What follows belongs to an exercise in optimizing a design on an open flow for small area, a short achievable clock period and few clock cycles per item; a production flow would make more cautious choices. The RTL was checked by simulation tests, not by an equivalence proof against the original design. No activity file was given, so power comes from the tool's default toggle rates.

==> inputs of run C <==
==> flow/design.v <==
module board_dropsim_seq #(
    parameter int ROWS  = 20,
    parameter int COLS  = 10,
    parameter int ROW_W = 5,
    parameter int COL_W = 4
) (
    input  logic                 clk,
    input  logic                 rst_n,
    input  logic                 req_valid,
    output logic                 req_ready,
    input  logic [15:0]          req_piece,
    input  logic [COL_W-1:0]     req_col,
    input  logic [ROWS*COLS-1:0] req_board,
    output logic                 rsp_valid,
    input  logic                 rsp_ready,
    output logic                 rsp_ok,
    output logic [ROWS*COLS-1:0] rsp_board,
    output logic [ROW_W-1:0]     rsp_land_row,
    output logic [2:0]           rsp_lines
);
    localparam int BW = ROWS * COLS;
    logic [(1<<COL_W)-1:0]     dc;       
    logic [3:0]                pc;       
    logic [3:0]                pz;       
    logic [3:0][COLS-1:0]      s;        
    logic                      oob;
    logic [ROWS-1:0]           coll;     
    logic [ROWS-1:0]           lnd;      
    logic                      ok;
    logic [ROW_W-1:0]          land;
    logic [BW-1:0]             placed;
    always_comb begin
        for (int v = 0; v < (1 << COL_W); v++) dc[v] = (req_col == COL_W'(v));
        for (int i = 0; i < 4; i++) begin
            pc[i] = req_piece[i] | req_piece[4+i] | req_piece[8+i] | req_piece[12+i];
            pz[i] = |req_piece[4*i +: 4];
        end
        for (int k = 0; k < 4; k++) begin
            for (int j = 0; j < COLS; j++) begin
                s[k][j] = 1'b0;
                for (int i = 0; i < 4; i++)
                    if (j - i >= 0) s[k][j] = s[k][j] | (req_piece[4*k+i] & dc[j-i]);
            end
        end
        oob = 1'b0;
        for (int i = 0; i < 4; i++)
            for (int v = 0; v < (1 << COL_W); v++)
                if (v + i >= COLS) oob = oob | (pc[i] & dc[v]);
        for (int y = 0; y < ROWS; y++) begin
            coll[y] = 1'b0;
            for (int k = 0; k < 4; k++) begin
                if (y + k >= ROWS) coll[y] = coll[y] | pz[k];
                else coll[y] = coll[y] | (|(s[k] & req_board[(y+k)*COLS +: COLS]));
            end
        end
        ok = (|pz) & ~oob & ~coll[0];
        for (int y = 0; y < ROWS; y++) begin
            lnd[y] = ok & ((y == ROWS - 1) ? 1'b1 : coll[y+1]);
            for (int z = 1; z <= y; z++) lnd[y] = lnd[y] & ~coll[z];
        end
        land = '0;
        for (int y = 0; y < ROWS; y++)
            if (lnd[y]) land = land | ROW_W'(y);
        for (int r = 0; r < ROWS; r++) begin
            placed[r*COLS +: COLS] = req_board[r*COLS +: COLS];
            for (int k = 0; k < 4; k++)
                if (r - k >= 0)
                    placed[r*COLS +: COLS] = placed[r*COLS +: COLS] | ({COLS{lnd[r-k]}} & s[k]);
        end
    end
    logic             valid_q;
    logic             ok_q;
    logic [BW-1:0]    board_q;
    logic [ROW_W-1:0] land_q;
    logic [2:0]       lines_q;
    logic [ROWS-1:0]  full;
    logic [ROWS-1:0]  suf;      
    logic             clr;
    always_comb begin
        for (int r = 0; r < ROWS; r++) full[r] = &board_q[r*COLS +: COLS];
        suf[ROWS-1] = full[ROWS-1];
        for (int r = ROWS - 2; r >= 0; r--) suf[r] = suf[r+1] | full[r];
        clr       = ok_q & suf[0];
        rsp_valid = valid_q & ~clr;
        req_ready = ~valid_q | (rsp_valid & rsp_ready);
    end
    always_ff @(posedge clk or negedge rst_n) begin
        if (!rst_n) valid_q <= 1'b0;
        else if (req_ready) valid_q <= req_valid;
    end
    always_ff @(posedge clk) begin
        if (req_ready) begin
            board_q <= placed;
            ok_q    <= ok;
            land_q  <= land;
            lines_q <= '0;
        end else if (clr) begin
            for (int r = 0; r < ROWS; r++)
                if (suf[r])
                    board_q[r*COLS +: COLS] <= (r == 0) ? '0 : board_q[(r-1)*COLS +: COLS];
            lines_q <= lines_q + 3'd1;
        end
    end
    assign rsp_ok       = ok_q;
    assign rsp_board    = board_q;
    assign rsp_land_row = land_q;
    assign rsp_lines    = lines_q;
endmodule
==> flow/flow/run.sh <==
#!/bin/bash
# Standard ORFS layout, with timing repair aimed below the clock period and
# port buffers from a fast buffer cell. Tool output goes to logs in this folder.
set -euo pipefail
export SETUP_SLACK_MARGIN=${MARGIN:-6}
export BUFFER_PORTS_ARGS="-buffer_cell sky130_fd_sc_hd__buf_1"
bash standard.sh > orfs_flow.log 2>&1
==> flow/standard.sh <==
#!/bin/bash
# synth_recipe.tcl (not shown) runs the flow's synth.tcl, then flattens the netlist and writes it again
# the make line also repeats each setting of config.mk as NAME=value (left out here)
make -C /OpenROAD-flow-scripts/flow DESIGN_CONFIG=/design/flow/config.mk WORK_HOME=/design/flow/orfs CLKGATE_MAP_FILE= SYNTH_SCRIPT=/design/flow/synth_recipe.tcl "${@:-finish}"
==> flow/config.mk <==
export PLATFORM = sky130hd
export DESIGN_NAME = board_dropsim_seq
export DESIGN_NICKNAME = board_dropsim_seq
export VERILOG_FILES = /design/flow/design.v
export SDC_FILE = /design/flow/constraint.sdc
export NUM_CORES = 4
export LEC_CHECK = 0
export CAP_MARGIN = 20
export CORE_MARGIN = 2
export CORE_UTILIZATION = 30
export CTS_BUF_LIST = sky130_fd_sc_hd__clkbuf_4 sky130_fd_sc_hd__clkbuf_8
export SLEW_MARGIN = 20
==> flow/constraint.sdc <==
create_clock -name core_clock -period 12.0 [get_ports {clk}]
set_input_delay 2.4000 -clock core_clock [delete_from_list [all_inputs] [get_ports {clk}]]
set_output_delay 2.4000 -clock core_clock [all_outputs]
set_load 0.01 [all_outputs]
==> run E (differences from run C) <==
==> flow/run.sh (new file) <==
#!/bin/bash
# synth_recipe.tcl (not shown) runs the flow's synth.tcl, then flattens the netlist and writes it again
# the make line also repeats each setting of config.mk as NAME=value (left out here)
make -C /OpenROAD-flow-scripts/flow DESIGN_CONFIG=/design/flow/config.mk WORK_HOME=/design/flow/orfs CLKGATE_MAP_FILE= SYNTH_SCRIPT=/design/flow/synth_recipe.tcl finish
--- a/flow/config.mk
+++ b/flow/config.mk
@@ -10,3 +10,2 @@
 export CORE_UTILIZATION = 30
-export CTS_BUF_LIST = sky130_fd_sc_hd__clkbuf_4 sky130_fd_sc_hd__clkbuf_8
 export SLEW_MARGIN = 20
removed: flow/flow/run.sh
removed: flow/standard.sh
==> run Z (differences from run C) <==
--- a/flow/config.mk
+++ b/flow/config.mk
@@ -8,2 +8,4 @@
 export CAP_MARGIN = 20
+export CELL_PAD_IN_SITES_DETAIL_PLACEMENT = 1
+export CELL_PAD_IN_SITES_GLOBAL_PLACEMENT = 2
 export CORE_MARGIN = 2
==> run P (differences from run C) <==
--- a/flow/flow/run.sh
+++ b/flow/flow/run.sh
@@ -4,3 +4,3 @@
 set -euo pipefail
-export SETUP_SLACK_MARGIN=${MARGIN:-6}
+export SETUP_SLACK_MARGIN=${MARGIN:-6.25}
 export BUFFER_PORTS_ARGS="-buffer_cell sky130_fd_sc_hd__buf_1"
==> qor summary <==
|  | run P | run Z | run E | run C |
|---|---|---|---|---|
| Power drawn by the combinational cells | 0.00110 W | 0.00106 W | 0.00110 W | 0.000994 W |
| Router iterations before antenna repair | 13 | 8 | 12 | 14 |
| Status | timing/DRC/antenna clean | timing/DRC/antenna clean | timing/DRC/antenna clean | timing/DRC/antenna clean |
| Largest net degree at the start of global routing | 145 | 160 | 144 | 145 |
| Number of antenna violations at the first check in global routing | 8 | 12 | 8 | 27 |
| Total number of multi-input combinational cells | 2121 | 2121 | 2115 | 2118 |
| Delay of the slowest cell on the worst path | 0.58 ns | 0.69 ns | 1.07 ns | 0.63 ns |
| Clock network power consumption | 0.000807 W | 0.000829 W | 0.000771 W | 0.000709 W |
| Worst endpoint required time | 12.32 ns | 12.39 ns | 12.44 ns | 12.35 ns |
| Final Power | 0.00292 W | 0.00290 W | 0.00289 W | 0.00272 W |
| Post-placement cell count | 3791 | 3794 | 3788 | 3785 |
| Endpoint of the most critical register-to-register path | board_q[21] | board_q[151] | board_q[140] | board_q[141] |
| Relative max-transition margin | 0.121 | 0.174 | 0.164 | 0.0946 |
| Critical path fanouts, max | 31 | 48 | 143 | 32 |
| All-layer global routing usage | 0.449 | 0.491 | 0.451 | 0.429 |
| Number of buffers outside the clock class in the layout | 691 | 611 | 549 | 585 |
Testbench counts of run C, summed over its fixed seeds: cycles 2,020, items 2,000.
Testbench counts of run E, summed over its fixed seeds: cycles 2,020, items 2,000.
Testbench counts of run Z, summed over its fixed seeds: cycles 2,020, items 2,000.
Testbench counts of run P, summed over its fixed seeds: cycles 2,020, items 2,000.

## separate check: timing with driven ports
The flow's constraints put no driver on any port. The routed layouts listed below were extracted and timed again, unchanged, in two steps.
Step 1 sets driving cells, clkbuf_16 on the clock port and buf_2 on the other inputs (assumed; they add their load-dependent delay and slew).
Step 2 adds t to the input delays and takes it off the output delays; t is the mean of the earliest and latest rising clock arrival at the registers after step 1. Input paths then give back, and output paths get back, about the clock's delay inside the block.
Slacks: ideal / step 1 / step 2; pairs: ideal / step 1.
run	t (ns)	setup slack, ns	hold slack, ns	latest minus earliest clock arrival (ns)	slew at the worst register clock pin (ns)
run C	0.677	5.933 / 5.964 / 5.287	0.490 / 0.490 / 0.490	0.033 / 0.032	0.07 / 0.07
run E	0.669	3.065 / 3.105 / 2.436	0.486 / 0.486 / 0.486	0.043 / 0.042	0.07 / 0.07
run Z	0.722	5.894 / 5.933 / 5.210	0.482 / 0.482 / 0.482	0.043 / 0.043	0.07 / 0.07
run P	0.716	6.167 / 6.161 / 5.445	0.496 / 0.496 / 0.496	0.039 / 0.040	0.07 / 0.07
After both steps every run listed still meets setup and hold. For run P, which loses most, drivers alone change the setup slack by -0.006 ns; drivers and shift together by -0.722 ns.
